Context: an optimization exercise on an open-source flow, tuned for small area, a short achievable clock period and few clock cycles per item. The choices shown serve that exercise and are no tape-out recipe. At most, simulation tests tie the RTL to the original design; equivalence was not proved. Only the layout flow was run in runs 1 to 3; the RTL was not checked for function there. Power and IR drop assume default switching activity.

==> flow/design.v <==
   localparam logic [2:0] CMD_REDUCE = 3'd0;
   localparam logic [2:0] CMD_ADD    = 3'd1;
   localparam logic [2:0] CMD_SUB    = 3'd2;
   localparam logic [2:0] CMD_MUL    = 3'd3;
   localparam logic [2:0] CMD_DIV    = 3'd4;
   localparam logic [2:0] CMD_EQ     = 3'd5;
   localparam logic [2:0] CMD_LT     = 3'd6;
   localparam logic [1:0] STATUS_OK       = 2'd0;
   localparam logic [1:0] STATUS_ZERO_DEN = 2'd1;
   localparam logic [1:0] STATUS_OVERFLOW = 2'd2;
module rau_cadd #(
   parameter int N = 64
) (
   input  logic [N-1:0] a,
   input  logic [N-1:0] b,
   output logic [N-1:0] sum0,
   output logic [N-1:0] sum1,
   output logic         cout1
);
   localparam int L = $clog2(N);
   logic [N-1:0] g [0:L];
   logic [N-1:0] p [0:L];
   logic [N-1:0] c0, c1;
   assign g[0] = a & b;
   assign p[0] = a ^ b;
   for (genvar l = 0; l < L; l++) begin : g_lvl
      for (genvar i = 0; i < N; i++) begin : g_bit
         if (((i >> l) & 1) == 1) begin : g_op
            localparam int J = ((i >> l) << l) - 1;
            assign g[l+1][i] = g[l][i] | (p[l][i] & g[l][J]);
            assign p[l+1][i] = p[l][i] & p[l][J];
         end else begin : g_pass
            assign g[l+1][i] = g[l][i];
            assign p[l+1][i] = p[l][i];
         end
      end
   end
   assign c0 = {g[L][N-2:0], 1'b0};
   assign c1 = {g[L][N-2:0] | p[L][N-2:0], 1'b1};
   assign sum0  = p[0] ^ c0;
   assign sum1  = p[0] ^ c1;
   assign cout1 = g[L][N-1] | p[L][N-1];
endmodule
module rational_arith_unit #(
   parameter int WORD_BITS = 32
) (
   input  logic                        clock,
   input  logic                        reset,
   input  logic                        req_push,
   output logic                        req_full,
   input  logic        [2:0]           req_command,
   input  logic signed [WORD_BITS-1:0] req_a_num,
   input  logic signed [WORD_BITS-1:0] req_a_den,
   input  logic signed [WORD_BITS-1:0] req_b_num,
   input  logic        [WORD_BITS-2:0] req_b_den,
   output logic                        rsp_empty,
   input  logic                        rsp_pop,
   output logic signed [WORD_BITS-1:0] rsp_res_num,
   output logic        [WORD_BITS-2:0] rsp_res_den,
   output logic                        rsp_compare_true,
   output logic        [1:0]           rsp_status
);
   localparam logic [2:0] CMD_REDUCE = 3'd0;
   localparam logic [2:0] CMD_ADD    = 3'd1;
   localparam logic [2:0] CMD_SUB    = 3'd2;
   localparam logic [2:0] CMD_MUL    = 3'd3;
   localparam logic [2:0] CMD_DIV    = 3'd4;
   localparam logic [2:0] CMD_EQ     = 3'd5;
   localparam logic [2:0] CMD_LT     = 3'd6;
   localparam logic [1:0] STATUS_OK       = 2'd0;
   localparam logic [1:0] STATUS_ZERO_DEN = 2'd1;
   localparam logic [1:0] STATUS_OVERFLOW = 2'd2;
   localparam int W = WORD_BITS;
   localparam int MW = 2 * W;
   localparam int R = 4;                  
   localparam int NSTEP = (W + R - 1) / R;
   logic          st_idle, st_mul, st_sum, st_gcd, st_const;
   logic [2:0]    cnt_ff;
   logic [MW-1:0] ra_ff, rb_ff;
   logic [W-1:0]  m00_ff, m01_ff, m10_ff, m11_ff;
   logic          cmp_ff, lt_ff, neg0_ff, neg1_ff, neg2_ff, use1_ff, x2d_ff, inv_ff;
   logic          nneg_ff, ovf_ff;
   logic [1:0]    cst_ff;
   logic          ovalid_ff;
   logic [W-1:0]  onum_ff;
   logic [W-2:0]  oden_ff;
   logic          ocmp_ff;
   logic [1:0]    ost_ff;
   logic         an_n, ad_n, bn_n;
   logic [W-1:0] an, ad, bn, bd;
   logic         zd, kconst, kcmp, klt, kred, neg0, neg1, neg2, use1, x2d;
   logic [W-1:0] ld_m00, ld_m11;
   assign an_n = req_a_num[W-1];
   assign ad_n = req_a_den[W-1];
   assign bn_n = req_b_num[W-1];
   assign an   = an_n ? W'(-req_a_num) : W'(req_a_num);
   assign ad   = ad_n ? W'(-req_a_den) : W'(req_a_den);
   assign bn   = bn_n ? W'(-req_b_num) : W'(req_b_num);
   assign bd   = {1'b0, req_b_den};
   always_comb begin
      zd = 1'b0; kconst = 1'b0; kcmp = 1'b0; klt = 1'b0; kred = 1'b0;
      neg0 = 1'b0; neg1 = 1'b0; neg2 = 1'b0; use1 = 1'b0; x2d = 1'b0;
      ld_m00 = bd; ld_m11 = ad;
      case (req_command)
         CMD_REDUCE: begin
            kred = 1'b1; neg0 = an_n; neg2 = ad_n;
            zd = (req_a_den == '0);
         end
         CMD_ADD, CMD_SUB: begin
            neg0 = an_n; neg1 = bn_n ^ ad_n ^ (req_command == CMD_SUB); neg2 = ad_n;
            use1 = 1'b1;
            zd = (req_a_den == '0) || (req_b_den == '0);
         end
         CMD_MUL: begin
            ld_m00 = bn; ld_m11 = bd; x2d = 1'b1;
            neg0 = an_n ^ bn_n; neg2 = ad_n;
            zd = (req_a_den == '0) || (req_b_den == '0);
         end
         CMD_DIV: begin
            ld_m11 = bn; x2d = 1'b1;
            neg0 = an_n; neg2 = ad_n ^ bn_n;
            zd = (req_a_den == '0) || (req_b_num == '0);
         end
         CMD_EQ, CMD_LT: begin
            kcmp = 1'b1; klt = (req_command == CMD_LT);
            neg0 = an_n ^ ad_n; neg1 = bn_n; use1 = 1'b1;
            zd = (req_a_den == '0) || (req_b_den == '0);
         end
         default: begin
            kconst = 1'b1;
         end
      endcase
   end
   function automatic logic [W+R-1:0] mstep(logic [W-1:0] hi, logic [W-1:0] x,
                                            logic [R-1:0] d);
      mstep = (W+R)'(hi);
      for (int k = 0; k < R; k++) begin
         mstep = mstep + (d[k] ? ((W+R)'(x) << k) : '0);
      end
   endfunction
   logic [W-1:0]   x2;
   logic [W+R-1:0] t0, t1, t2;
   assign x2 = x2d_ff ? m10_ff : m00_ff;
   assign t0 = mstep(ra_ff[MW-1:W], m00_ff, ra_ff[R-1:0]);
   assign t1 = mstep(rb_ff[MW-1:W], m10_ff, rb_ff[R-1:0]);
   assign t2 = mstep(m01_ff, x2, m11_ff[R-1:0]);
   logic [MW-1:0] sum0, sum1;
   logic          ge;
   rau_cadd #(.N(MW)) u_add (
      .a(ra_ff), .b(inv_ff ? ~rb_ff : rb_ff), .sum0, .sum1, .cout1(ge)
   );
   logic          a_odd, b_odd, both_odd, both_ev, a_eq_b, a_zero;
   assign a_odd    = ra_ff[0];
   assign b_odd    = rb_ff[0];
   assign both_odd = a_odd && b_odd;
   assign both_ev  = !a_odd && !b_odd;
   assign a_eq_b   = (ra_ff == rb_ff);
   assign a_zero   = (ra_ff == '0);
   logic [MW-1:0] nsum;
   logic          nsign, cmp_res;
   always_comb begin
      if (!use1_ff) begin
         nsum = ra_ff; nsign = neg0_ff;
      end else if (!inv_ff) begin
         nsum = sum0; nsign = neg0_ff;
      end else if (ge) begin
         nsum = sum1; nsign = neg0_ff;
      end else begin
         nsum = ~sum0; nsign = neg1_ff;
      end
   end
   always_comb begin
      if (lt_ff) begin
         case ({neg0_ff, neg1_ff})
            2'b00:   cmp_res = !ge;
            2'b11:   cmp_res = ge && !a_eq_b;
            2'b10:   cmp_res = !(a_zero && a_eq_b);
            default: cmp_res = 1'b0;
         endcase
      end else begin
         cmp_res = a_eq_b && ((neg0_ff == neg1_ff) || a_zero);
      end
   end
   logic [W:0]    s0, s1;
   assign s0 = {1'b0, m00_ff} + {1'b0, m01_ff};
   assign s1 = {1'b0, m10_ff} + {1'b0, m11_ff};
   logic          a_side, b_side;
   logic [MW-1:0] va, vb, vc;
   logic [1:0]    sha, shb, shc;
   logic [MW-1:0] ra_g, rb_g;
   logic [W-1:0]  m00_g, m01_g, m10_g, m11_g;
   logic          g_ovf;
   function automatic logic [1:0] shamt(logic [2:1] v);
      shamt = v[1] ? 2'd1 : v[2] ? 2'd2 : 2'd3;
   endfunction
   function automatic logic [W-1:0] shl(logic [W-1:0] v, logic [1:0] s);
      shl = (s == 2'd1) ? (v << 1) : (s == 2'd2) ? (v << 2) : (v << 3);
   endfunction
   function automatic logic [MW-1:0] shr(logic [MW-1:0] v, logic [1:0] s);
      shr = (s == 2'd1) ? (v >> 1) : (s == 2'd2) ? (v >> 2) : (v >> 3);
   endfunction
   function automatic logic lost(logic [W-1:0] v, logic [1:0] s);
      lost = v[W-1] || (s != 2'd1 && v[W-2]) || (s == 2'd3 && v[W-3]);
   endfunction
   assign a_side = (!a_odd && b_odd) || (both_odd && ge && !a_eq_b);
   assign b_side = (a_odd && !b_odd) || (both_odd && !ge);
   assign va  = both_odd ? sum1 : ra_ff;
   assign vb  = both_odd ? ~sum0 : rb_ff;
   assign vc  = ra_ff | rb_ff;
   assign sha = shamt(va[2:1]);
   assign shb = shamt(vb[2:1]);
   assign shc = shamt(vc[2:1]);
   always_comb begin
      ra_g = ra_ff; rb_g = rb_ff;
      m00_g = m00_ff; m01_g = m01_ff; m10_g = m10_ff; m11_g = m11_ff;
      g_ovf = 1'b0;
      if (both_ev) begin
         ra_g = shr(ra_ff, shc);
         rb_g = shr(rb_ff, shc);
      end else if (a_side) begin
         ra_g  = shr(va, sha);
         m00_g = shl(m00_ff, sha);
         m10_g = shl(m10_ff, sha);
         g_ovf = lost(m00_ff, sha) || lost(m10_ff, sha);
         if (both_odd) begin
            m01_g = s0[W-1:0]; m11_g = s1[W-1:0];
            g_ovf = g_ovf || s0[W] || s1[W];
         end
      end else if (b_side) begin
         rb_g  = shr(vb, shb);
         m01_g = shl(m01_ff, shb);
         m11_g = shl(m11_ff, shb);
         g_ovf = lost(m01_ff, shb) || lost(m11_ff, shb);
         if (both_odd) begin
            m00_g = s0[W-1:0]; m10_g = s1[W-1:0];
            g_ovf = g_ovf || s0[W] || s1[W];
         end
      end
   end
   logic         f_ovf;
   logic [W-1:0] f_num;
   assign f_ovf = s0[W] || s1[W] || s1[W-1] || (s0[W-1] && (!nneg_ff || (s0[W-2:0] != '0)));
   assign f_num = nneg_ff ? W'(-s0[W-1:0]) : s0[W-1:0];
   logic         fin, wr, accept, stall;
   logic [W-1:0] w_num;
   logic [W-2:0] w_den;
   logic         w_cmp;
   logic [1:0]   w_st;
   always_comb begin
      fin = 1'b0;
      w_num = '0; w_den = (W-1)'(1); w_cmp = 1'b0; w_st = STATUS_OK;
      if (st_const) begin
         fin = 1'b1; w_st = cst_ff;
      end
      if (st_sum && cmp_ff) begin
         fin = 1'b1; w_cmp = cmp_res;
      end
      if (st_gcd) begin
         if (a_zero) begin
            fin = 1'b1;
         end else if (ovf_ff) begin
            fin = 1'b1; w_st = STATUS_OVERFLOW;
         end else if (both_odd && a_eq_b) begin
            fin = 1'b1;
            if (f_ovf) w_st = STATUS_OVERFLOW;
            else begin
               w_num = f_num; w_den = s1[W-2:0];
            end
         end
      end
   end
   assign wr       = fin && (!ovalid_ff || rsp_pop);
   assign stall    = fin && !wr;
   assign req_full = !(st_idle || wr);
   assign accept   = req_push && !req_full;
   always_ff @(posedge clock) begin
      if (reset) begin
         st_idle  <= 1'b1;
         st_mul   <= 1'b0;
         st_sum   <= 1'b0;
         st_gcd   <= 1'b0;
         st_const <= 1'b0;
      end else if (accept) begin
         st_idle  <= 1'b0;
         st_mul   <= !(kconst || zd) && !kred;
         st_sum   <= !(kconst || zd) && kred;
         st_gcd   <= 1'b0;
         st_const <= kconst || zd;
      end else if (wr) begin
         st_idle  <= 1'b1;
         st_mul   <= 1'b0;
         st_sum   <= 1'b0;
         st_gcd   <= 1'b0;
         st_const <= 1'b0;
      end else if (!stall) begin
         if (st_mul && cnt_ff == 3'(NSTEP - 1)) begin
            st_mul <= 1'b0;
            st_sum <= 1'b1;
         end
         if (st_sum) begin
            st_sum <= 1'b0;
            st_gcd <= 1'b1;
         end
      end
   end
   always_ff @(posedge clock) begin
      if (accept) begin
         cnt_ff  <= '0;
         ra_ff   <= {{W{1'b0}}, an};
         rb_ff   <= {{W{1'b0}}, bn};
         m00_ff  <= ld_m00;
         m01_ff  <= '0;
         m10_ff  <= ad;
         m11_ff  <= ld_m11;
         cmp_ff  <= kcmp;
         lt_ff   <= klt;
         neg0_ff <= neg0;
         neg1_ff <= neg1;
         neg2_ff <= neg2;
         use1_ff <= use1;
         x2d_ff  <= x2d;
         inv_ff  <= kcmp || (neg0 != neg1);
         cst_ff  <= zd ? STATUS_ZERO_DEN : STATUS_OK;
      end else if (!stall) begin
         if (st_mul) begin
            cnt_ff <= cnt_ff + 1'b1;
            ra_ff  <= {t0, ra_ff[W-1:R]};
            rb_ff  <= {t1, rb_ff[W-1:R]};
            m01_ff <= t2[W+R-1:R];
            m11_ff <= {t2[R-1:0], m11_ff[W-1:R]};
         end
         if (st_sum) begin
            ra_ff   <= nsum;
            rb_ff   <= {m01_ff, m11_ff};
            nneg_ff <= nsign ^ neg2_ff;
            inv_ff  <= 1'b1;
            ovf_ff  <= 1'b0;
            m00_ff  <= W'(1);
            m01_ff  <= '0;
            m10_ff  <= '0;
            m11_ff  <= W'(1);
         end
         if (st_gcd) begin
            ra_ff  <= ra_g;
            rb_ff  <= rb_g;
            ovf_ff <= g_ovf;
            m00_ff <= m00_g;
            m01_ff <= m01_g;
            m10_ff <= m10_g;
            m11_ff <= m11_g;
         end
      end
   end
   always_ff @(posedge clock) begin
      if (reset) begin
         ovalid_ff <= 1'b0;
      end else begin
         ovalid_ff <= wr || (ovalid_ff && !rsp_pop);
      end
      if (wr) begin
         onum_ff <= w_num;
         oden_ff <= w_den;
         ocmp_ff <= w_cmp;
         ost_ff  <= w_st;
      end
   end
   assign rsp_empty        = !ovalid_ff;
   assign rsp_res_num      = onum_ff;
   assign rsp_res_den      = oden_ff;
   assign rsp_compare_true = ocmp_ff;
   assign rsp_status       = ost_ff;
endmodule
==> flow/run.sh <==
#!/bin/bash
# synth_recipe.tcl (not shown) runs the flow's synth.tcl, then flattens the netlist and writes it again
# the make line also repeats each setting of config.mk as NAME=value (left out here)
make -C /OpenROAD-flow-scripts/flow DESIGN_CONFIG=/design/flow/config.mk WORK_HOME=/design/flow/orfs CLKGATE_MAP_FILE= SYNTH_SCRIPT=/design/flow/synth_recipe.tcl finish
==> flow/config.mk <==
export PLATFORM = sky130hd
export DESIGN_NAME = rational_arith_unit
export DESIGN_NICKNAME = rational_arith_unit
export VERILOG_FILES = /design/flow/design.v
export SDC_FILE = /design/flow/constraint.sdc
export NUM_CORES = 4
export LEC_CHECK = 0
export CAP_MARGIN = 20
export CORE_MARGIN = 2
export CORE_UTILIZATION = 40
export SLEW_MARGIN = 20
==> flow/constraint.sdc <==
create_clock -name core_clock -period 8.0 [get_ports {clock}]
set_input_delay 1.6000 -clock core_clock [delete_from_list [all_inputs] [get_ports {clock}]]
set_output_delay 1.6000 -clock core_clock [all_outputs]
set_load 0.01 [all_outputs]
==> results of run 1 <==
-- cell families (layout without fill, tap and decap cells) --
kind of cell             count (synthesis)  count (layout)  share of synthesized area [%]
multiplexers                           150             150                           2.82
flip-flops                             342             342                           17.0
other                                    0               6                              0
buffers and inverters                 1143            1017                           7.95
XOR/XNOR                               486             486                           7.83
adder cells (fa/ha/maj)                557             557                           16.8
AND/OR/NAND/NOR                       2259            2259                           19.6
AO/OA/AOI/OAI                         2337            2337                           28.0
-- power by group through the flow --
stage | logic [W] | registers (W) | clock network [W]
global placement | 0.0185 | 0.00344 | 0
CTS | 0.0187 | 0.00340 | 0.00243
floorplan | 0.0131 | 0.00260 | 0
detailed placement | 0.0186 | 0.00343 | 0
global route | 0.0210 | 0.00348 | 0.00248
finish | 0.0196 | 0.00353 | 0.00242
-- flip-flops by register name, summed over array words and instances, names as in the netlist, 2 cells and up --
register / flops
ra_ff: 64
oden_ff: 31
cnt_ff: 3
ost_ff: 2
onum_ff: 32
m10_ff: 32
rb_ff: 64
m01_ff: 32
m11_ff: 32
m00_ff: 32
-- final cells by class --
type / count / share of cell area [%]
clock buffers: 56 / 2.17
well taps: 1781 / 3.73
inverters: 549 / 3.46
repair buffers: 376 / 5.71
diodes: 6 / 0.0251
clock inverters: 36 / 0.664
multi-input cells: 5789 / 68.8
flip-flops and latches: 342 / 15.4
-- layout by cell type, fill, tap and decap left out, drive strengths merged, types with 56 or more instances in the layout --
cell type and instances:
o21ai 448, mux2i 124, a21o 104, and2 242
a21oi 662, nor2 597, nor3 96, dfxtp 105
nand3 119, nand4 56, nand2 744, clkbuf 58
a22oi 65, edfxtp 237, a221oi 102, ha 270
xnor2 238, a31oi 108, inv 550, clkdlybuf4s50 200
xor2 248, o22ai 118, a211oi 101, o211ai 147
fa 287, buf 174, a311oi 56, nor2b 137
-- per-stage QoR --
stage	setup WS [ps]	power, W
2_1_floorplan	1220	0.0157
3_3_place_gp	1630	0.0220
3_5_place_dp	1630	0.0220
4_1_cts	849	0.0245
5_1_grt	639	0.0269
6_report	586	0.0255
-- cell usage after synthesis (108+ instances only) --
cell type / number / share of area (%)
nor2_1: 597 / 4.1
inv_1: 547 / 3.8
mux2i_1: 124 / 2.3
and2_1: 240 / 2.8
nand2_1: 744 / 5.1
a21oi_1: 662 / 6.1
a31oi_1: 108 / 1.2
o211ai_1: 147 / 2.0
nor2b_1: 137 / 1.6
clkbuf_1: 521 / 3.6
xor2_1: 248 / 4.0
o21ai_0: 430 / 4.0
edfxtp_1: 237 / 13
nand3_1: 119 / 1.1
ha_1: 270 / 6.2
xnor2_1: 238 / 3.8
fa_1: 287 / 11
o22ai_1: 117 / 1.3
-- worst max-delay path, cell delays in order, from the launching register on --
cell	delay, ps
edfxtp_1	910
buf_4	520
inv_1	170
ha_1	310
or4_1	460
nor4_1	300
nand4_1	810
o21ai_4	770
nor2_1	230
clkdlybuf4s50_1	550
-- per-layer routing --
metal / share of wire [%] / track usage (%) / up-vias
li1: - / - / 25800
met1: 37 / 48.2 / 28700
met2: 41 / 55.8 / 4242
met3: 13 / 12.6 / 1042
met4: 8.8 / 27.7 / 12
met5: 0.023 / 0 / -
-- worst max-delay path by stage --
stage / end / slack (ps) / cells past startpoint
3_3_place_gp: req_full / 1630 / 9
5_1_grt: req_full / 640 / 9
2_1_floorplan: m00_ff[0]$_DFFE_PP_ / 1220 / 19
4_1_cts: req_full / 850 / 9
6_report: req_full / 590 / 9
3_5_place_dp: req_full / 1630 / 9
==> metrics.sh, run 1 <==
RUN_STATUS='timing/DRC/antenna clean'
HOLD_PATH_STARTPOINT='cnt_ff[1]$_SDFFE_PN0P_'
NUMCTSBUFFERS=50
HOLD_VIOL=0
DESIGN.DIE.AREA_UM2=139000
INSERTION_DELAY_TO_THE_LATER_SINK_OF_THE_WORST_SKEW_PAIR_PS=730
AVGROUTEDWIREPERCELL_UM=31.2
POWER_FRAC_CLOCK_PCT=9.5
VIAS_PER_CELL=6.68
CHIPHEIGHT_UM=373
MULTIINPUTGATEAREA_UM2=41100
NATURE_OF_THE_CRITICAL_PATH_STARTPOINT='flop'
NORMALIZED_MAX_SLEW_MARGIN_PCT=15.8
P_PER_AREA_nW_PER_UM2=427
NETSWITCHINGFRACTION_PCT=58.6
YOSYS_REGISTER_BITS=342
YS_SEQ_AREA_SHARE_PCT=17.0
POSTCTSSETUPREPAIRBUFS=0
WORST_R2R_START='ra_ff[2]$_DFFE_PP_'
CLK_PIN_SLEW_WORST_PATHS_PS=60
ROUTE.VIAS.TOTAL=59700
POSTCTSRESIZEDCELLS=0
NETS_FINAL=7799
SETUP.REG_TO_REG.WORST_SLACK_PS=1280
FINAL_UTIL_PCT=44.2
INITIAL_STANDARD_CELL_UTILIZATION_OF_THE_CORE_PCT=40.2
DPL.CELL_COUNT=8835
R2R_END='m11_ff[14]$_DFFE_PP_'
CLOCK_SINK_COUNT=342
LARGEST_VDD_SUPPLY_DROP_mV=0.206
COMB_POWER_SHARE_PCT=76.7
WORST_SLEW_PIN_SLEW_PS=1250
NET-SWITCHING-POWER_W=0.0149
NUMBER_OF_GLOBAL_ROUTE_VIAS_BEFORE_REPAIR=56300
SYNTH_WARNINGS=4
SYN_INST=7274
AREA_DELTA_SYNTH_FINAL_PCT=9.92
MIN_DELAY_WORST_ENDPOINT='cnt_ff[1]$_SDFFE_PN0P_'
CRIT_FANOUT=25
GRT_PASS1_WL_UM=400000
REG2REG_DEPTH=13
IO-PIN-COUNT=202
SETUP_TNS_PS=0
FINALINSTANCEAREA_UM2=59700
MAX-CAP-VIOLATIONS=0
WORST_SETUP_END_KIND='output pin'
REGISTER_AREA_UM2=9220
SYNTHARSTFLOPSHARE_PCT=0
CRITICAL_PATH_AT_PS=5810
POWER_REPORT.INTERNAL_TOTAL_W=0.0106
CTSHOLDBUFFERS=0
ROUTED_WL_UM=279000
AVGSYNTHCELLAREA_UM2=7.47
ROOT_BUFFER='clkbuf_16'
FINALWEIGHTEDCONGESTION=1.13
FINAL.SETUP_SKEW_PS=105
PWR-SHARE-SEQ_PCT=13.8
NETLIST_AREA_UM2=54300
PLACEMENT_CELL_AREA_UM2=58000
HOLD-PATH-CELL-COUNT=2
FIRST_ITER_VIOLATIONS=8571
START_TO_END_TYPE_OF_THE_WORST_SETUP_PATH='reg2out'
WHS_PS=511
TRITONCTS_CLOCK_TREE='yes'
GRT_UTIL_ALL_LAYERS_PCT=38.6
ANTENNA_FOUND_INITIAL=21
GLOBALROUTE.TOTALOVERFLOW=0
DIE_W_UM=373
CRIT_PATH_START='ra_ff[2]$_DFFE_PP_'
DRT_PRE_ANTENNA_ITERS=10
MAX_CLOCK_FREQ_MHz=135
FILLERINSTANCES=13700
ANTENNA_VIOLATING_NETS_POST_ROUTE=0
TYPE_OF_THE_MOST_CRITICAL_HOLD_PATH='reg2reg'
GRT_START_MAX_NET_PINS=120
FINAL_MAX_SLEW_VIOL_COUNT=0
FINAL_MIN_PERIOD_OVER_CLOCK_PERIOD_PCT=92.7
POST_ROUTE_CELLS_DRIVE_ABOVE_1_SHARE_PCT=5.13
CORE_AREA_UM2=135000
POST-ROUTE-MIN-PERIOD_PS=7410
SYN_NETS=7965
PLACEMENTROWS=135
SYNTH-EDFF-COUNT=237
CTS_HTREE_LEVELS=2
SETUP_VIOLATIONS=0
PORT-BUFFER-COUNT=201
SYNTH_CELL_TYPE_COUNT=90
RSZ_0062_RAISED_AFTER_GLOBAL_ROUTING='no'
POST_LAYOUT_NONFILLER_INSTANCES=8935
MOST_USED_DFF_POST_SYNTH='edfxtp_1'
POST-DP-HPWL_UM=209000
POST-ROUTE-DRC-COUNT=0
CLK_PATH_BUF_DEPTH=3
WORSTPATHREQUIRED_PS=6400
POWER_LEAKAGE_nW=23.9
==> run 2: changes to the inputs <==
--- a/flow/design.v
+++ b/flow/design.v
@@ -74,12 +74,18 @@
    localparam int MW = 2 * W;
    localparam int R = 4;                  
    localparam int NSTEP = (W + R - 1) / R;
-   logic          st_idle, st_mul, st_sum, st_gcd, st_const;
+   logic          s1_full, s1_mul;
    logic [2:0]    cnt_ff;
+   logic [MW-1:0] q0_ff, q1_ff, q2_ff;
+   logic [W-1:0]  xb_ff, xd_ff;
+   logic          c1_const, c1_cmp, c1_lt, c1_neg0, c1_neg1, c1_neg2, c1_use1, c1_x2d, c1_inv;
+   logic [1:0]    c1_cst;
+   logic          st_idle, st_sum, st_gcd, st_const;
    logic [MW-1:0] ra_ff, rb_ff;
    logic [W-1:0]  m00_ff, m01_ff, m10_ff, m11_ff;
-   logic          cmp_ff, lt_ff, neg0_ff, neg1_ff, neg2_ff, use1_ff, x2d_ff, inv_ff;
-   logic          nneg_ff, ovf_ff;
+   logic          cmp_ff, lt_ff, neg0_ff, neg1_ff, neg2_ff, use1_ff, inv_ff;
+   logic          nneg_ff, ovf_ff, cap_ff;
+   logic [5:0]    p0_ff;
    logic [1:0]    cst_ff;
    logic          ovalid_ff;
    logic [W-1:0]  onum_ff;
@@ -140,10 +146,10 @@
    endfunction
    logic [W-1:0]   x2;
    logic [W+R-1:0] t0, t1, t2;
-   assign x2 = x2d_ff ? m10_ff : m00_ff;
-   assign t0 = mstep(ra_ff[MW-1:W], m00_ff, ra_ff[R-1:0]);
-   assign t1 = mstep(rb_ff[MW-1:W], m10_ff, rb_ff[R-1:0]);
-   assign t2 = mstep(m01_ff, x2, m11_ff[R-1:0]);
+   assign x2 = c1_x2d ? xd_ff : xb_ff;
+   assign t0 = mstep(q0_ff[MW-1:W], xb_ff, q0_ff[R-1:0]);
+   assign t1 = mstep(q1_ff[MW-1:W], xd_ff, q1_ff[R-1:0]);
+   assign t2 = mstep(q2_ff[MW-1:W], x2, q2_ff[R-1:0]);
    logic [MW-1:0] sum0, sum1;
    logic          ge;
    rau_cadd #(.N(MW)) u_add (
@@ -190,26 +196,67 @@
    logic [MW-1:0] ra_g, rb_g;
    logic [W-1:0]  m00_g, m01_g, m10_g, m11_g;
    logic          g_ovf;
-   function automatic logic [1:0] shamt(logic [2:1] v);
-      shamt = v[1] ? 2'd1 : v[2] ? 2'd2 : 2'd3;
+   function automatic logic [1:0] shamt(logic [3:1] v);
+      shamt = v[1] ? 2'd0 : v[2] ? 2'd1 : v[3] ? 2'd2 : 2'd3;
    endfunction
    function automatic logic [W-1:0] shl(logic [W-1:0] v, logic [1:0] s);
-      shl = (s == 2'd1) ? (v << 1) : (s == 2'd2) ? (v << 2) : (v << 3);
+      case (s)
+         2'd0:    shl = v << 1;
+         2'd1:    shl = v << 2;
+         2'd2:    shl = v << 3;
+         default: shl = v << 4;
+      endcase
    endfunction
    function automatic logic [MW-1:0] shr(logic [MW-1:0] v, logic [1:0] s);
-      shr = (s == 2'd1) ? (v >> 1) : (s == 2'd2) ? (v >> 2) : (v >> 3);
+      case (s)
+         2'd0:    shr = v >> 1;
+         2'd1:    shr = v >> 2;
+         2'd2:    shr = v >> 3;
+         default: shr = v >> 4;
+      endcase
    endfunction
    function automatic logic lost(logic [W-1:0] v, logic [1:0] s);
-      lost = v[W-1] || (s != 2'd1 && v[W-2]) || (s == 2'd3 && v[W-3]);
+      case (s)
+         2'd0:    lost = v[W-1];
+         2'd1:    lost = |v[W-1:W-2];
+         2'd2:    lost = |v[W-1:W-3];
+         default: lost = |v[W-1:W-4];
+      endcase
    endfunction
+   function automatic logic [5:0] msb(logic [MW-1:0] v);
+      logic [31:0] v5;
+      logic [15:0] v4;
+      logic [7:0]  v3;
+      logic [3:0]  v2;
+      logic [1:0]  v1;
+      msb[5] = |v[63:32];
+      v5 = msb[5] ? v[63:32] : v[31:0];
+      msb[4] = |v5[31:16];
+      v4 = msb[4] ? v5[31:16] : v5[15:0];
+      msb[3] = |v4[15:8];
+      v3 = msb[3] ? v4[15:8] : v4[7:0];
+      msb[2] = |v3[7:4];
+      v2 = msb[2] ? v3[7:4] : v3[3:0];
+      msb[1] = |v2[3:2];
+      v1 = msb[1] ? v2[3:2] : v2[1:0];
+      msb[0] = v1[1];
+   endfunction
+   logic [5:0] pa, pb, pmax, pmin, p0;
+   logic       len_ovf;
+   assign pa      = msb(ra_ff);
+   assign pb      = msb(rb_ff);
+   assign pmax    = (pa > pb) ? pa : pb;
+   assign pmin    = (pa > pb) ? pb : pa;
+   assign p0      = cap_ff ? pmax : p0_ff;
+   assign len_ovf = ({1'b0, p0} >= {1'b0, pmin} + 7'd33);
    assign a_side = (!a_odd && b_odd) || (both_odd && ge && !a_eq_b);
    assign b_side = (a_odd && !b_odd) || (both_odd && !ge);
    assign va  = both_odd ? sum1 : ra_ff;
    assign vb  = both_odd ? ~sum0 : rb_ff;
    assign vc  = ra_ff | rb_ff;
-   assign sha = shamt(va[2:1]);
-   assign shb = shamt(vb[2:1]);
-   assign shc = shamt(vc[2:1]);
+   assign sha = shamt(va[3:1]);
+   assign shb = shamt(vb[3:1]);
+   assign shc = shamt(vc[3:1]);
    always_comb begin
       ra_g = ra_ff; rb_g = rb_ff;
       m00_g = m00_ff; m01_g = m01_ff; m10_g = m10_ff; m11_g = m11_ff;
@@ -241,7 +288,7 @@
    logic [W-1:0] f_num;
    assign f_ovf = s0[W] || s1[W] || s1[W-1] || (s0[W-1] && (!nneg_ff || (s0[W-2:0] != '0)));
    assign f_num = nneg_ff ? W'(-s0[W-1:0]) : s0[W-1:0];
-   logic         fin, wr, accept, stall;
+   logic         fin, wr, accept, stall, handoff;
    logic [W-1:0] w_num;
    logic [W-2:0] w_den;
    logic         w_cmp;
@@ -271,32 +318,63 @@
    end
    assign wr       = fin && (!ovalid_ff || rsp_pop);
    assign stall    = fin && !wr;
-   assign req_full = !(st_idle || wr);
+   assign handoff  = s1_full && !s1_mul && (st_idle || wr);
+   assign req_full = s1_full;
    assign accept   = req_push && !req_full;
    always_ff @(posedge clock) begin
       if (reset) begin
+         s1_full <= 1'b0;
+         s1_mul  <= 1'b0;
+      end else if (accept) begin
+         s1_full <= 1'b1;
+         s1_mul  <= !(kconst || zd) && !kred;
+      end else begin
+         if (handoff) s1_full <= 1'b0;
+         if (s1_mul && cnt_ff == 3'(NSTEP - 1)) s1_mul <= 1'b0;
+      end
+   end
+   always_ff @(posedge clock) begin
+      if (accept) begin
+         cnt_ff   <= '0;
+         q0_ff    <= {{W{1'b0}}, an};
+         q1_ff    <= {{W{1'b0}}, bn};
+         q2_ff    <= {{W{1'b0}}, ld_m11};
+         xb_ff    <= ld_m00;
+         xd_ff    <= ad;
+         c1_const <= kconst || zd;
+         c1_cmp   <= kcmp;
+         c1_lt    <= klt;
+         c1_neg0  <= neg0;
+         c1_neg1  <= neg1;
+         c1_neg2  <= neg2;
+         c1_use1  <= use1;
+         c1_x2d   <= x2d;
+         c1_inv   <= kcmp || (neg0 != neg1);
+         c1_cst   <= zd ? STATUS_ZERO_DEN : STATUS_OK;
+      end else if (s1_mul) begin
+         cnt_ff <= cnt_ff + 1'b1;
+         q0_ff  <= {t0, q0_ff[W-1:R]};
+         q1_ff  <= {t1, q1_ff[W-1:R]};
+         q2_ff  <= {t2, q2_ff[W-1:R]};
+      end
+   end
+   always_ff @(posedge clock) begin
+      if (reset) begin
          st_idle  <= 1'b1;
-         st_mul   <= 1'b0;
          st_sum   <= 1'b0;
          st_gcd   <= 1'b0;
          st_const <= 1'b0;
-      end else if (accept) begin
+      end else if (handoff) begin
          st_idle  <= 1'b0;
-         st_mul   <= !(kconst || zd) && !kred;
-         st_sum   <= !(kconst || zd) && kred;
-         st_gcd   <= 1'b0;
-         st_const <= kconst || zd;
+         st_sum   <= !c1_const && c1_use1;
+         st_gcd   <= !c1_const && !c1_use1;
+         st_const <= c1_const;
       end else if (wr) begin
          st_idle  <= 1'b1;
-         st_mul   <= 1'b0;
          st_sum   <= 1'b0;
          st_gcd   <= 1'b0;
          st_const <= 1'b0;
       end else if (!stall) begin
-         if (st_mul && cnt_ff == 3'(NSTEP - 1)) begin
-            st_mul <= 1'b0;
-            st_sum <= 1'b1;
-         end
          if (st_sum) begin
             st_sum <= 1'b0;
             st_gcd <= 1'b1;
@@ -304,46 +382,39 @@
       end
    end
    always_ff @(posedge clock) begin
-      if (accept) begin
-         cnt_ff  <= '0;
-         ra_ff   <= {{W{1'b0}}, an};
-         rb_ff   <= {{W{1'b0}}, bn};
-         m00_ff  <= ld_m00;
-         m01_ff  <= '0;
-         m10_ff  <= ad;
-         m11_ff  <= ld_m11;
-         cmp_ff  <= kcmp;
-         lt_ff   <= klt;
-         neg0_ff <= neg0;
-         neg1_ff <= neg1;
-         neg2_ff <= neg2;
-         use1_ff <= use1;
-         x2d_ff  <= x2d;
-         inv_ff  <= kcmp || (neg0 != neg1);
-         cst_ff  <= zd ? STATUS_ZERO_DEN : STATUS_OK;
+      if (handoff) begin
+         ra_ff   <= q0_ff;
+         rb_ff   <= c1_use1 ? q1_ff : q2_ff;
+         m00_ff  <= W'(1);
+         m01_ff  <= c1_use1 ? q2_ff[MW-1:W] : '0;
+         m10_ff  <= '0;
+         m11_ff  <= c1_use1 ? q2_ff[W-1:0] : W'(1);
+         nneg_ff <= c1_neg0 ^ c1_neg2;
+         ovf_ff  <= 1'b0;
+         cap_ff  <= 1'b1;
+         cmp_ff  <= c1_cmp;
+         lt_ff   <= c1_lt;
+         neg0_ff <= c1_neg0;
+         neg1_ff <= c1_neg1;
+         neg2_ff <= c1_neg2;
+         use1_ff <= c1_use1;
+         inv_ff  <= c1_inv || !c1_use1;
+         cst_ff  <= c1_cst;
       end else if (!stall) begin
-         if (st_mul) begin
-            cnt_ff <= cnt_ff + 1'b1;
-            ra_ff  <= {t0, ra_ff[W-1:R]};
-            rb_ff  <= {t1, rb_ff[W-1:R]};
-            m01_ff <= t2[W+R-1:R];
-            m11_ff <= {t2[R-1:0], m11_ff[W-1:R]};
-         end
          if (st_sum) begin
             ra_ff   <= nsum;
             rb_ff   <= {m01_ff, m11_ff};
             nneg_ff <= nsign ^ neg2_ff;
             inv_ff  <= 1'b1;
-            ovf_ff  <= 1'b0;
-            m00_ff  <= W'(1);
             m01_ff  <= '0;
-            m10_ff  <= '0;
             m11_ff  <= W'(1);
          end
          if (st_gcd) begin
             ra_ff  <= ra_g;
             rb_ff  <= rb_g;
-            ovf_ff <= g_ovf;
+            ovf_ff <= g_ovf || len_ovf;
+            cap_ff <= both_ev;
+            if (cap_ff) p0_ff <= pmax;
             m00_ff <= m00_g;
             m01_ff <= m01_g;
             m10_ff <= m10_g;
--- a/flow/config.mk
+++ b/flow/config.mk
@@ -5,7 +5,9 @@
 export SDC_FILE = /design/flow/constraint.sdc
 export NUM_CORES = 4
 export LEC_CHECK = 0
+export ABC_CLOCK_PERIOD_IN_PS = 5000
 export CAP_MARGIN = 20
 export CORE_MARGIN = 2
 export CORE_UTILIZATION = 40
+export SETUP_SLACK_MARGIN = 2.0
 export SLEW_MARGIN = 20
==> metrics.sh, run 2 <==
START_TO_END_TYPE_OF_THE_WORST_SETUP_PATH='reg2reg'
FINALWEIGHTEDCONGESTION=1.08
SYNTH-EDFF-COUNT=443
AVGROUTEDWIREPERCELL_UM=30.9
NUMBER_OF_GLOBAL_ROUTE_VIAS_BEFORE_REPAIR=65800
POST-ROUTE-DRC-COUNT=0
ROUTE.VIAS.TOTAL=72700
AVGSYNTHCELLAREA_UM2=7.81
PLACEMENT_CELL_AREA_UM2=72500
POST-ROUTE-MIN-PERIOD_PS=6050
SETUP_VIOLATIONS=0
ANTENNA_FOUND_INITIAL=22
PRE_CTS_WS_PS=809
CP_TOP_FAMILY='simple AND/OR/NAND/NOR gates'
MAX_CLOCK_FREQ_MHz=165
CHIPHEIGHT_UM=415
NUMCTSBUFFERS=83
DESIGN.DIE.AREA_UM2=173000
POST-DP-HPWL_UM=253000
GLOBALROUTE.TOTALOVERFLOW=0
GRT_UTIL_ALL_LAYERS_PCT=37.4
MAX-CAP-VIOLATIONS=0
ROUTED_WL_UM=337000
CLK_PIN_SLEW_WORST_PATHS_PS=60
CLK_PATH_BUF_DEPTH=3
DOMINANT_CELL_BY_COUNT_IN_THE_SYNTHESIZED_NETLIST='nand2_1'
INITIAL_STANDARD_CELL_UTILIZATION_OF_THE_CORE_PCT=40.4
CRIT_PATH_START='inv_ff$_SDFFCE_PN1P_'
WORST_SLEW_PIN_SLEW_PS=1240
PORT-BUFFER-COUNT=201
SYNTH_WARNINGS=4
WORST_R2R_START='inv_ff$_SDFFCE_PN1P_'
HOLD_VIOL=0
NORMALIZED_MAX_SLEW_MARGIN_PCT=17.5
COMB_POWER_SHARE_PCT=65.8
PLACEMENTROWS=150
POST_ROUTE_CELLS_DRIVE_ABOVE_1_SHARE_PCT=9.12
TRITONCTS_CLOCK_TREE='yes'
FIRST_ITER_VIOLATIONS=10900
FINAL_COMMON_CELL='nand2_1'
COMMONEST_NON_FILL_NON_TAP_CELLS_IN_THE_LAYOUT='1157 x nand2_1, 861 x o21ai_0, 798 x a21oi_1'
POWER_FRAC_CLOCK_PCT=15.1
CRIT_PATH_MAX_INCR_DELAY_PS=490
FINAL_MIN_PERIOD_OVER_CLOCK_PERIOD_PCT=75.6
CRITICAL_PATH_AT_PS=6450
DIE_W_UM=415
ROOT_BUFFER='clkbuf_16'
INSERTION_DELAY_TO_THE_LATER_SINK_OF_THE_WORST_SKEW_PAIR_PS=750
PWR-SHARE-SEQ_PCT=19.1
SYNTHARSTFLOPSHARE_PCT=0
POWER_REPORT.INTERNAL_TOTAL_W=0.0128
POWER_LEAKAGE_nW=29.9
CTS_HTREE_LEVELS=3
AREA_DELTA_SYNTH_FINAL_PCT=13.8
WORST_SETUP_END_KIND='flop'
ANTENNA_VIOLATING_NETS_POST_ROUTE=0
TYPE_OF_THE_MOST_CRITICAL_HOLD_PATH='reg2reg'
LARGEST_VDD_SUPPLY_DROP_mV=0.284
MOST_USED_DFF_POST_SYNTH='edfxtp_1'
SYNTH_CELL_TYPE_COUNT=98
IO-PIN-COUNT=202
RUN_STATUS='timing/DRC/antenna clean'
SYNTH_TOP_AREA_SHARE_PCT=19.7
FILLERINSTANCES=16400
DRT_PRE_ANTENNA_ITERS=9
FINAL_MAX_SLEW_VIOL_COUNT=0
SYNTH.TOP_CELLS.BY_COUNT='1162 x nand2_1, 874 x o21ai_0, 806 x a21oi_1, 679 x nor2_1, 584 x clkbuf_1'
LAYOUT_SETUP_WS_PS=1950
FINALINSTANCEAREA_UM2=77100
NETSWITCHINGFRACTION_PCT=52.8
CRIT_FANOUT=34
SYN_INST=8666
FINAL.SETUP_SKEW_PS=53.2
YS_SEQ_AREA_SHARE_PCT=24.7
GRT_START_MAX_NET_PINS=91
SYN_NETS=9367
CLOCK_SINK_COUNT=615
SETUP_TNS_PS=0
P_TOTAL_W=0.0271
CP_CELL_SEQUENCE='buf_12, buf_4, xor2_1, ha_1, nand3_1, nor3_4, nand3_1, buf_4, nor2_4, a21oi_1, a21boi_2, o211a_2, nor3_2, or2_4, nor2_1, o31ai_4, buf_12, buf_12'
CRITICAL_PATH.N_BUFFERS_INVERTERS=5
NETS_FINAL=9330
YOSYS_REGISTER_BITS=615
HOLD_PATH_STARTPOINT='c1_lt$_SDFFCE_PP0P_'
CORE_AREA_UM2=168000
RSZ_0062_RAISED_AFTER_GLOBAL_ROUTING='yes'
WORSTPATHREQUIRED_PS=8410
NATURE_OF_THE_CRITICAL_PATH_STARTPOINT='flop'
P_PER_AREA_nW_PER_UM2=352
NET-SWITCHING-POWER_W=0.0143
POST_SYNTH_MAIN_AREA_CONTRIBUTORS='edfxtp_1 20%, fa_1 8.5%, o21ai_0 6.5%, nand2_1 6.4%, a21oi_1 6.0%'
NETLIST.TOP_CELL.BY_AREA='edfxtp_1'
CRITICAL-PATH-SLOWEST-CELL='nor3_4'
GRT_PASS1_WL_UM=477000
CRITICAL-PATH-TOP-CELL-BY-COUNT='buf_12'
NETLIST_AREA_UM2=67700
VIAS_PER_CELL=6.66
[run 2: changes by cell type after synthesis, sizes merged, moves of 63 or more]
cell and change:
a21oi +145, and2 -109, clkbuf +63, dfxtp +67
edfxtp +206, inv -178, nand2 +418, nor2 +82
o21ai +451, o22ai -65
[run 2: logic make-up (layout without fill, tap and decap cells)]
family / after synthesis / count (layout) / synth area share (%)
AO/OA/AOI/OAI: 2901 / 2901 / 26.8
AND/OR/NAND/NOR: 2753 / 2753 / 18.4
buffers and inverters: 1087 / 1120 / 6.22
flip-flops: 615 / 615 / 24.7
adder cells (fa/ha/maj): 567 / 567 / 13.7
XOR/XNOR: 504 / 504 / 6.52
multiplexers: 239 / 239 / 3.64
other: 0 / 10 / 0
[run 2: power by group through the flow]
| stage | combinational (W) | sequential, W | clock [W] |
|---|---|---|---|
| 6_report | 0.0178 | 0.00518 | 0.00410 |
| 5_1_grt | 0.0189 | 0.00519 | 0.00421 |
| 4_1_cts | 0.0167 | 0.00511 | 0.00411 |
| 3_5_place_dp | 0.0165 | 0.00520 | 0 |
| 3_3_place_gp | 0.0164 | 0.00518 | 0 |
| 2_1_floorplan | 0.0112 | 0.00462 | 0 |
[run 2: final timing paths]
| check | cells past startpoint | slack [ps] | to |
|---|---|---|---|
| worst max-delay path | 18 | 1950 | ra_ff[42]$_DFFE_PP_ |
| worst min register to register | 0 | 420 | lt_ff$_DFFE_PP_ |
| worst min-delay path | 0 | 420 | lt_ff$_DFFE_PP_ |
| worst max register to register | 18 | 1950 | ra_ff[42]$_DFFE_PP_ |
[run 2: metal layers]
layer | wire, µm | GRT usage (%) | vias up
li1 | - | - | 31100
met2 | 132000 | 51.5 | 5408
met3 | 48400 | 13.2 | 1221
met4 | 27300 | 24.8 | 19
met5 | 161 | 0 | -
met1 | 129000 | 48.9 | 34900
[run 2: final cells by class]
class / count / area (µm²) / area share [%]
multi-input cells: 6964 / 47800 / 62.0
flip-flops and latches: 615 / 16800 / 21.7
repair buffers: 590 / 5400 / 7.00
well taps: 2204 / 2760 / 3.58
clock buffers: 100 / 2180 / 2.83
inverters: 374 / 1420 / 1.85
clock inverters: 55 / 708 / 0.919
diodes: 10 / 25.0 / 0.0325
repair inverters: 1 / 7.51 / 0.00974
[run 2: through the flow]
| step | utilization [%] | hold slack [ps] | std cells |
|---|---|---|---|
| CTS | 45.3 | 422 | 10800 |
| global route | 46.0 | 424 | 10900 |
| detailed placement | 43.2 | 405 | 10700 |
| global placement | 43.2 | 406 | 10700 |
| floorplan | - | 400 | 8666 |
| finish | 46.0 | 423 | 10900 |
[run 2: repair_timing]
item,CTS,global route
setup buffers,29,58
cloned,0,2
resized for setup,35,113
hold buffers,0,0
pin swaps,4,28
setup endpoints to repair,409,262
==> run 3: changes to the inputs <==
--- a/flow/config.mk
+++ b/flow/config.mk
@@ -5,9 +5,9 @@
 export SDC_FILE = /design/flow/constraint.sdc
 export NUM_CORES = 4
 export LEC_CHECK = 0
-export ABC_CLOCK_PERIOD_IN_PS = 5000
+export ABC_CLOCK_PERIOD_IN_PS = 4500
 export CAP_MARGIN = 20
 export CORE_MARGIN = 2
 export CORE_UTILIZATION = 40
-export SETUP_SLACK_MARGIN = 2.0
+export SETUP_SLACK_MARGIN = 3.0
 export SLEW_MARGIN = 20
==> metrics.sh, run 3 <==
CP_TOP_FAMILY='compound AO/OA/AOI/OAI gates'
LARGEST_VDD_SUPPLY_DROP_mV=0.315
POWER_LEAKAGE_nW=32.6
FINAL_MIN_PERIOD_OVER_CLOCK_PERIOD_PCT=75.2
CRIT_PATH_MAX_INCR_DELAY_PS=470
SYNTH_WARNINGS=4
SYNTH.TOP_CELLS.BY_COUNT='1162 x nand2_1, 874 x o21ai_0, 806 x a21oi_1, 679 x nor2_1, 584 x clkbuf_1'
SYNTHARSTFLOPSHARE_PCT=0
AVGSYNTHCELLAREA_UM2=7.81
SETUP.REG_TO_REG.WORST_SLACK_PS=1980
POST-DP-HPWL_UM=265000
NUMCTSBUFFERS=84
POST-ROUTE-DRC-COUNT=0
SYNTH_TOP_AREA_SHARE_PCT=19.7
CRITICAL_PATH_AT_PS=6610
IO-PIN-COUNT=202
NETLIST_AREA_UM2=67700
NETS_FINAL=9656
CRITICAL-PATH-TOP-CELL-BY-COUNT='nor2b_1'
SYN_NETS=9367
TRITONCTS_CLOCK_TREE='yes'
P_PER_AREA_nW_PER_UM2=362
INSERTION_DELAY_TO_THE_LATER_SINK_OF_THE_WORST_SKEW_PAIR_PS=740
WORST-PATH-STAGES=33
POST_ROUTE_CELLS_DRIVE_ABOVE_1_SHARE_PCT=17.2
GRT_START_MAX_NET_PINS=149
SETUP_VIOLATIONS=0
CLK_PATH_BUF_DEPTH=3
WORST_SETUP_END_KIND='flop'
R2R_END='ovf_ff$_SDFFE_PP0P_'
CTS_HTREE_LEVELS=3
CLK_PIN_SLEW_WORST_PATHS_PS=60
COMMONEST_NON_FILL_NON_TAP_CELLS_IN_THE_LAYOUT='1124 x nand2_1, 773 x o21ai_0, 743 x a21oi_1'
AVGROUTEDWIREPERCELL_UM=32.9
AREA_DELTA_SYNTH_FINAL_PCT=24.2
FINAL_MAX_SLEW_VIOL_COUNT=0
CRIT_END='ovf_ff$_SDFFE_PP0P_'
NETLIST.TOP_CELL.BY_AREA='edfxtp_1'
FINAL_COMMON_CELL='nand2_1'
CRIT_PATH_START='ra_ff[49]$_DFFE_PP_'
CTSHOLDBUFFERS=0
GLOBALROUTE.TOTALOVERFLOW=0
WORST_R2R_START='ra_ff[49]$_DFFE_PP_'
FINAL.SETUP_SKEW_PS=51.2
CRITICAL_PATH.N_BUFFERS_INVERTERS=5
WHS_PS=413
CHIPHEIGHT_UM=415
PORT-BUFFER-COUNT=201
ROUTE.VIAS.TOTAL=74700
INITIAL_STANDARD_CELL_UTILIZATION_OF_THE_CORE_PCT=40.4
POST_SYNTH_MAIN_AREA_CONTRIBUTORS='edfxtp_1 20%, fa_1 8.5%, o21ai_0 6.5%, nand2_1 6.4%, a21oi_1 6.0%'
WORST_SLEW_PIN_SLEW_PS=1280
DOMINANT_CELL_BY_COUNT_IN_THE_SYNTHESIZED_NETLIST='nand2_1'
PLACEMENTROWS=150
START_TO_END_TYPE_OF_THE_WORST_SETUP_PATH='reg2reg'
FINALWEIGHTEDCONGESTION=1.05
SETUP_TNS_PS=0
NORMALIZED_MAX_SLEW_MARGIN_PCT=14.7
VIAS_PER_CELL=6.65
SYNTH_CELL_TYPE_COUNT=98
REG2REG_DEPTH=33
DRT_PRE_ANTENNA_ITERS=9
CLOCK_SINK_COUNT=615
MOST_USED_DFF_POST_SYNTH='edfxtp_1'
FIRST_ITER_VIOLATIONS=11300
ANTENNA_FOUND_INITIAL=31
WORSTPATHREQUIRED_PS=8590
GRT_PASS1_WL_UM=505000
ROOT_BUFFER='clkbuf_16'
DESIGN.DIE.AREA_UM2=173000
MAX-CAP-VIOLATIONS=0
MAX_CLOCK_FREQ_MHz=166
CRIT_FANOUT=7
HOLD_VIOL=0
ANTENNA_VIOLATING_NETS_POST_ROUTE=0
CORE_AREA_UM2=168000
NATURE_OF_THE_CRITICAL_PATH_STARTPOINT='flop'
CRITICAL-PATH-SLOWEST-CELL='nor4_4'
POST-ROUTE-MIN-PERIOD_PS=6020
RUN_STATUS='timing/DRC/antenna clean'
SYNTH-EDFF-COUNT=443
SYN_INST=8666
TYPE_OF_THE_MOST_CRITICAL_HOLD_PATH='reg2reg'
YS_SEQ_AREA_SHARE_PCT=24.7
DIE_W_UM=415
GRT_UTIL_ALL_LAYERS_PCT=40.1
ROUTED_WL_UM=370000
NUMBER_OF_GLOBAL_ROUTE_VIAS_BEFORE_REPAIR=66700
RSZ_0062_RAISED_AFTER_GLOBAL_ROUTING='yes'
YOSYS_REGISTER_BITS=615
-- run 3: cell counts after synthesis --
Identical to the previous run, type by type.
-- run 3: layer usage --
layer	track usage, %	part of all wire, %	vias up	wire length (µm)
li1	-	-	31800	-
met5	0.834	0.17	-	626
met1	53.6	39	36400	142000
met3	13.7	15	1148	53700
met2	56.3	40	5279	147000
met4	22.0	7.0	40	25800
-- run 3: kinds of logic (layout without fill, tap and decap cells) --
| group | after synthesis | count (layout) | share of synthesized area [%] |
|---|---|---|---|
| adders and majority gates | 567 | 567 | 13.7 |
| AOI/OAI and AO/OA | 2901 | 2902 | 26.8 |
| DFF | 615 | 615 | 24.7 |
| xor gates and xnor gates | 504 | 504 | 6.52 |
| buffers and inverters | 1087 | 1439 | 6.22 |
| and+or+nand+nor | 2753 | 2758 | 18.4 |
| other | 0 | 7 | 0 |
| muxes | 239 | 239 | 3.64 |
-- run 3: final cells by class --
cell class | count | area (µm²)
clock inverter | 45 | 582
antenna | 7 | 17.5
fill | 15900 | 83500
clock buffer | 110 | 2330
sequential | 615 | 16800
inverter | 374 | 1430
tap | 2204 | 2760
multi-input combinational | 6970 | 50900
timing repair buffer | 910 | 9320
-- run 3: worst min-delay path by stage --
stage | startpoint | to | slack [ps] | cells past startpoint
2_1_floorplan | c1_cmp$_DFFE_PP_ | cmp_ff$_DFFE_PP_ | 400 | 0
3_3_place_gp | c1_neg1$_DFFE_PP_ | neg1_ff$_DFFE_PP_ | 400 | 0
3_5_place_dp | c1_cst[0]$_DFFE_PP_ | cst_ff[0]$_DFFE_PP_ | 410 | 0
4_1_cts | c1_cst[0]$_DFFE_PP_ | cst_ff[0]$_DFFE_PP_ | 420 | 0
5_1_grt | c1_cst[0]$_DFFE_PP_ | cst_ff[0]$_DFFE_PP_ | 430 | 0
6_report | c1_neg1$_DFFE_PP_ | neg1_ff$_DFFE_PP_ | 410 | 0
-- run 3: power by group --
part	internal, W	switching, W
Clock	0.00242	0.00175
Sequential	0.00417	0.00105
Combinational	0.00807	0.0129
-- run 3: stage by stage --
| step | setup slack, ps | cell area (µm²) | total power [W] | util, % | std cells |
|---|---|---|---|---|---|
| 6_report | 1980 | 84000 | 0.0304 | 50.1 | 11200 |
| 3_5_place_dp | 810 | 72600 | 0.0220 | 43.3 | 10600 |
| 5_1_grt | 1670 | 84000 | 0.0316 | 50.1 | 11200 |
| 4_1_cts | 2010 | 79200 | 0.0275 | 47.2 | 11000 |
| 2_1_floorplan | 2070 | 68300 | 0.0160 | - | 8666 |
| 3_3_place_gp | 667 | 72600 | 0.0219 | 43.3 | 10600 |
-- run 3: timing repair --
item | 4_1_cts | 5_1_grt
setup buffers | 202 | 188
resized for setup | 364 | 581
setup endpoints to repair | 663 | 555
pin swaps | 134 | 234
gates cloned | 11 | 40
==> run 4: changes to the inputs <==
--- a/flow/design.v
+++ b/flow/design.v
@@ -78,14 +78,14 @@
    logic [2:0]    cnt_ff;
    logic [MW-1:0] q0_ff, q1_ff, q2_ff;
    logic [W-1:0]  xb_ff, xd_ff;
-   logic          c1_const, c1_cmp, c1_lt, c1_neg0, c1_neg1, c1_neg2, c1_use1, c1_x2d, c1_inv;
+   logic          c1_const, c1_cmp, c1_lt, c1_neg0, c1_neg1, c1_neg2, c1_use1, c1_inv;
    logic [1:0]    c1_cst;
    logic          st_idle, st_sum, st_gcd, st_const;
    logic [MW-1:0] ra_ff, rb_ff;
    logic [W-1:0]  m00_ff, m01_ff, m10_ff, m11_ff;
    logic          cmp_ff, lt_ff, neg0_ff, neg1_ff, neg2_ff, use1_ff, inv_ff;
    logic          nneg_ff, ovf_ff, cap_ff;
-   logic [5:0]    p0_ff;
+   logic [W-2:0]  tm_ff;
    logic [1:0]    cst_ff;
    logic          ovalid_ff;
    logic [W-1:0]  onum_ff;
@@ -94,8 +94,8 @@
    logic [1:0]    ost_ff;
    logic         an_n, ad_n, bn_n;
    logic [W-1:0] an, ad, bn, bd;
-   logic         zd, kconst, kcmp, klt, kred, neg0, neg1, neg2, use1, x2d;
-   logic [W-1:0] ld_m00, ld_m11;
+   logic         zd, kconst, kcmp, klt, kred, neg0, neg1, neg2, use1;
+   logic [W-1:0] ld_xb, ld_q2;
    assign an_n = req_a_num[W-1];
    assign ad_n = req_a_den[W-1];
    assign bn_n = req_b_num[W-1];
@@ -105,11 +105,11 @@
    assign bd   = {1'b0, req_b_den};
    always_comb begin
       zd = 1'b0; kconst = 1'b0; kcmp = 1'b0; klt = 1'b0; kred = 1'b0;
-      neg0 = 1'b0; neg1 = 1'b0; neg2 = 1'b0; use1 = 1'b0; x2d = 1'b0;
-      ld_m00 = bd; ld_m11 = ad;
+      neg0 = 1'b0; neg1 = 1'b0; neg2 = 1'b0; use1 = 1'b0;
+      ld_xb = bd; ld_q2 = bd;
       case (req_command)
          CMD_REDUCE: begin
-            kred = 1'b1; neg0 = an_n; neg2 = ad_n;
+            kred = 1'b1; neg0 = an_n; neg2 = ad_n; ld_q2 = ad;
             zd = (req_a_den == '0);
          end
          CMD_ADD, CMD_SUB: begin
@@ -118,12 +118,12 @@
             zd = (req_a_den == '0) || (req_b_den == '0);
          end
          CMD_MUL: begin
-            ld_m00 = bn; ld_m11 = bd; x2d = 1'b1;
+            ld_xb = bn;
             neg0 = an_n ^ bn_n; neg2 = ad_n;
             zd = (req_a_den == '0) || (req_b_den == '0);
          end
          CMD_DIV: begin
-            ld_m11 = bn; x2d = 1'b1;
+            ld_q2 = bn;
             neg0 = an_n; neg2 = ad_n ^ bn_n;
             zd = (req_a_den == '0) || (req_b_num == '0);
          end
@@ -144,12 +144,10 @@
          mstep = mstep + (d[k] ? ((W+R)'(x) << k) : '0);
       end
    endfunction
-   logic [W-1:0]   x2;
    logic [W+R-1:0] t0, t1, t2;
-   assign x2 = c1_x2d ? xd_ff : xb_ff;
    assign t0 = mstep(q0_ff[MW-1:W], xb_ff, q0_ff[R-1:0]);
    assign t1 = mstep(q1_ff[MW-1:W], xd_ff, q1_ff[R-1:0]);
-   assign t2 = mstep(q2_ff[MW-1:W], x2, q2_ff[R-1:0]);
+   assign t2 = mstep(q2_ff[MW-1:W], xd_ff, q2_ff[R-1:0]);
    logic [MW-1:0] sum0, sum1;
    logic          ge;
    rau_cadd #(.N(MW)) u_add (
@@ -223,32 +221,16 @@
          default: lost = |v[W-1:W-4];
       endcase
    endfunction
-   function automatic logic [5:0] msb(logic [MW-1:0] v);
-      logic [31:0] v5;
-      logic [15:0] v4;
-      logic [7:0]  v3;
-      logic [3:0]  v2;
-      logic [1:0]  v1;
-      msb[5] = |v[63:32];
-      v5 = msb[5] ? v[63:32] : v[31:0];
-      msb[4] = |v5[31:16];
-      v4 = msb[4] ? v5[31:16] : v5[15:0];
-      msb[3] = |v4[15:8];
-      v3 = msb[3] ? v4[15:8] : v4[7:0];
-      msb[2] = |v3[7:4];
-      v2 = msb[2] ? v3[7:4] : v3[3:0];
-      msb[1] = |v2[3:2];
-      v1 = msb[1] ? v2[3:2] : v2[1:0];
-      msb[0] = v1[1];
-   endfunction
-   logic [5:0] pa, pb, pmax, pmin, p0;
-   logic       len_ovf;
-   assign pa      = msb(ra_ff);
-   assign pb      = msb(rb_ff);
-   assign pmax    = (pa > pb) ? pa : pb;
-   assign pmin    = (pa > pb) ? pb : pa;
-   assign p0      = cap_ff ? pmax : p0_ff;
-   assign len_ovf = ({1'b0, p0} >= {1'b0, pmin} + 7'd33);
+   logic [MW-1:0] vab;
+   logic [W-2:0]  tm_now, tm;
+   logic          len_ovf;
+   assign vab = ra_ff | rb_ff;
+   for (genvar j = 0; j < W - 1; j++) begin : g_tm
+      assign tm_now[j] = |vab[MW-1:j+33];
+   end
+   assign tm = cap_ff ? tm_now : tm_ff;
+   assign len_ovf = ((ra_ff[MW-1:W-1] == '0) && ((ra_ff[W-2:0] & ~tm) == '0))
+                 || ((rb_ff[MW-1:W-1] == '0) && ((rb_ff[W-2:0] & ~tm) == '0));
    assign a_side = (!a_odd && b_odd) || (both_odd && ge && !a_eq_b);
    assign b_side = (a_odd && !b_odd) || (both_odd && !ge);
    assign va  = both_odd ? sum1 : ra_ff;
@@ -257,32 +239,39 @@
    assign sha = shamt(va[3:1]);
    assign shb = shamt(vb[3:1]);
    assign shc = shamt(vc[3:1]);
+   logic [1:0]    sa, sb;
+   logic [MW-1:0] ra_sh, rb_sh;
+   logic [W-1:0]  m00_sh, m01_sh, m10_sh, m11_sh;
+   assign sa     = both_ev ? shc : sha;
+   assign sb     = both_ev ? shc : shb;
+   assign ra_sh  = shr(va, sa);
+   assign rb_sh  = shr(vb, sb);
+   assign m00_sh = shl(m00_ff, sha);
+   assign m10_sh = shl(m10_ff, sha);
+   assign m01_sh = shl(m01_ff, shb);
+   assign m11_sh = shl(m11_ff, shb);
    always_comb begin
-      ra_g = ra_ff; rb_g = rb_ff;
+      ra_g  = (both_ev || a_side) ? ra_sh : ra_ff;
+      rb_g  = (both_ev || b_side) ? rb_sh : rb_ff;
       m00_g = m00_ff; m01_g = m01_ff; m10_g = m10_ff; m11_g = m11_ff;
       g_ovf = 1'b0;
-      if (both_ev) begin
-         ra_g = shr(ra_ff, shc);
-         rb_g = shr(rb_ff, shc);
-      end else if (a_side) begin
-         ra_g  = shr(va, sha);
-         m00_g = shl(m00_ff, sha);
-         m10_g = shl(m10_ff, sha);
+      if (a_side) begin
+         m00_g = m00_sh;
+         m10_g = m10_sh;
          g_ovf = lost(m00_ff, sha) || lost(m10_ff, sha);
-         if (both_odd) begin
-            m01_g = s0[W-1:0]; m11_g = s1[W-1:0];
-            g_ovf = g_ovf || s0[W] || s1[W];
-         end
-      end else if (b_side) begin
-         rb_g  = shr(vb, shb);
-         m01_g = shl(m01_ff, shb);
-         m11_g = shl(m11_ff, shb);
+      end
+      if (b_side) begin
+         m01_g = m01_sh;
+         m11_g = m11_sh;
          g_ovf = lost(m01_ff, shb) || lost(m11_ff, shb);
-         if (both_odd) begin
-            m00_g = s0[W-1:0]; m10_g = s1[W-1:0];
-            g_ovf = g_ovf || s0[W] || s1[W];
-         end
       end
+      if (a_side && both_odd) begin
+         m01_g = s0[W-1:0]; m11_g = s1[W-1:0];
+      end
+      if (b_side && both_odd) begin
+         m00_g = s0[W-1:0]; m10_g = s1[W-1:0];
+      end
+      if ((a_side || b_side) && both_odd && (s0[W] || s1[W])) g_ovf = 1'b1;
    end
    logic         f_ovf;
    logic [W-1:0] f_num;
@@ -338,8 +327,8 @@
          cnt_ff   <= '0;
          q0_ff    <= {{W{1'b0}}, an};
          q1_ff    <= {{W{1'b0}}, bn};
-         q2_ff    <= {{W{1'b0}}, ld_m11};
-         xb_ff    <= ld_m00;
+         q2_ff    <= {{W{1'b0}}, ld_q2};
+         xb_ff    <= ld_xb;
          xd_ff    <= ad;
          c1_const <= kconst || zd;
          c1_cmp   <= kcmp;
@@ -348,7 +337,6 @@
          c1_neg1  <= neg1;
          c1_neg2  <= neg2;
          c1_use1  <= use1;
-         c1_x2d   <= x2d;
          c1_inv   <= kcmp || (neg0 != neg1);
          c1_cst   <= zd ? STATUS_ZERO_DEN : STATUS_OK;
       end else if (s1_mul) begin
@@ -414,7 +402,7 @@
             rb_ff  <= rb_g;
             ovf_ff <= g_ovf || len_ovf;
             cap_ff <= both_ev;
-            if (cap_ff) p0_ff <= pmax;
+            if (cap_ff) tm_ff <= tm_now;
             m00_ff <= m00_g;
             m01_ff <= m01_g;
             m10_ff <= m10_g;
--- a/flow/config.mk
+++ b/flow/config.mk
@@ -5,9 +5,9 @@
 export SDC_FILE = /design/flow/constraint.sdc
 export NUM_CORES = 4
 export LEC_CHECK = 0
-export ABC_CLOCK_PERIOD_IN_PS = 4500
+export ABC_CLOCK_PERIOD_IN_PS = 3500
 export CAP_MARGIN = 20
 export CORE_MARGIN = 2
 export CORE_UTILIZATION = 40
-export SETUP_SLACK_MARGIN = 3.0
+export SETUP_SLACK_MARGIN = 2.0
 export SLEW_MARGIN = 20
==> metrics.sh, run 4 <==
RUN_STATUS='timing/DRC/antenna clean'
SYNTH-EDFF-COUNT=467
SYNTH_CELL_TYPE_COUNT=105
ROUTED_WL_UM=284000
FINAL.SETUP_SKEW_PS=22.5
AVGROUTEDWIREPERCELL_UM=29.0
POST-DP-HPWL_UM=216000
CLOCK_SINK_COUNT=639
SYNTH_TOP_FAMILY_BY_AREA='compound AO/OA/AOI/OAI gates'
IO-PIN-COUNT=202
GRT_PASS1_WL_UM=407000
CLK_PIN_SLEW_WORST_PATHS_PS=60
NUMBER_OF_GLOBAL_ROUTE_VIAS_BEFORE_REPAIR=58200
AREA_DELTA_SYNTH_FINAL_PCT=11.2
RSZ_0062_RAISED_AFTER_GLOBAL_ROUTING='no'
POST_SYNTHESIS_MUX_AREA_SHARE_PCT=4.10
LARGEST_VDD_SUPPLY_DROP_mV=0.177
HOLD_VIOL=0
POST_SYNTH_AND_OR_NAND_NOR_AREA_FRACTION_PCT=18.4
PLACEMENTROWS=147
MAX_CLOCK_FREQ_MHz=168
GROUTE.LAYER.MET3.USAGE_PCT=9.52
POST_ROUTE_CELLS_DRIVE_ABOVE_1_SHARE_PCT=6.75
GRT_UTIL_ALL_LAYERS_PCT=33.5
VIAS_PER_CELL=6.41
GLOBALROUTE.TOTALOVERFLOW=0
FIRST_ITER_VIOLATIONS=7795
START_TO_END_TYPE_OF_THE_WORST_SETUP_PATH='reg2reg'
SYNTHARSTFLOPSHARE_PCT=0
YOSYS_REGISTER_BITS=639
CRITICAL_PATH.N_BUFFERS_INVERTERS=2
AVGSYNTHCELLAREA_UM2=8.42
WHS_PS=428
WORST_SLEW_PIN_SLEW_PS=1080
run 4: changes by cell type in the layout (fill, tap and decap cells not counted), sizes merged, moves of 52 or more:
cell / previous run / this run
nor2b: 102 / 32
and2: 134 / 281
buf: 683 / 129
a21oi: 807 / 538
a221oi: 96 / 32
nor3: 116 / 176
o22ai: 53 / 194
or3: 49 / 101
inv: 370 / 493
nor2: 680 / 480
o21ai: 900 / 554
nand2: 1162 / 777
run 4: path summary, 6_finish.rpt:
| kind | from | slack [ps] | cells past startpoint | endpoint |
|---|---|---|---|---|
| worst min-delay path | c1_lt$_SDFFCE_PP0P_ | 430 | 0 | lt_ff$_DFFE_PP_ |
| worst max-delay path | inv_ff$_SDFFCE_PN1P_ | 2050 | 15 | ra_ff[43]$_DFFE_PP_ |
| worst max register to register | inv_ff$_SDFFCE_PN1P_ | 2050 | 15 | ra_ff[43]$_DFFE_PP_ |
| worst min register to register | c1_lt$_SDFFCE_PP0P_ | 430 | 0 | lt_ff$_DFFE_PP_ |
run 4: repair_timing:
item | in CTS | in global routing
hold buffers | 0 | 0
endpoints found under the hold margin | 0 | 0
pin swaps | 0 | 1
resized for setup | 6 | 19
setup endpoints to repair | 361 | 329
cloned | 0 | 1
buffers inserted | 0 | 5
run 4: metal layers:
metal,vias to the layer above,wire length (µm)
met1,30600,116000
met2,3696,117000
li1,27800,-
met4,12,16400
met5,-,83
met3,670,33600
run 4: cell type report:
class | count | area, µm² | share of cell area, %
diodes | 12 | 30.0 | 0.0418
inverters | 492 | 1850 | 2.58
repair buffers | 328 | 3090 | 4.31
multi-input cells | 6012 | 43700 | 60.8
clock inverters | 49 | 664 | 0.926
well taps | 2160 | 2700 | 3.76
clock buffers | 107 | 2320 | 3.23
flip-flops and latches | 639 | 17500 | 24.3
run 4: where the power goes:
part | internal (W) | switching [W]
clock | 0.00254 | 0.00174
sequential | 0.00431 | 0.00108
combinational | 0.00541 | 0.00914
run 4: through the flow:
| step | std cells | instance area [µm²] |
|---|---|---|
| after detailed placement | 9622 | 68500 |
| after global placement | 9621 | 68500 |
| after floorplan | 7663 | 64600 |
| after CTS | 9778 | 71600 |
| final | 9799 | 71800 |
| after global routing | 9791 | 71800 |
run 4: kinds of logic after synthesis:
family	after synthesis
buffers and inverters	1013
XOR/XNOR	456
adder cells (fa/ha/maj)	584
AO/OA/AOI/OAI	2343
flip-flops	639
multiplexers	237
AND/OR/NAND/NOR	2391
run 4: worst register-to-register path, stage by stage (launching register included):
cell and delay, ps:
edfxtp_1 570, xor2_1 250, ha_1 220, fa_1 490, fa_1 510, a31oi_1 240, xor2_1 280, mux2i_4 220
and2_1 220, buf_4 240, o31ai_4 200, buf_4 610, nand2_1 580, o211a_1 370, a222oi_1 540, o21ai_1 140
Testbench counts of run 4, summed over its fixed seeds: cycles 68,008, items 4,000.

Re-timed with assumed drivers on the ports (clkbuf_16 on the clock, buf_2 on other inputs), run 4 has 2.046 ns of setup slack against 2.046 ns with ideal ports, and 2.046 ns once port delays also move by the mid clock arrival of 0.789 ns.
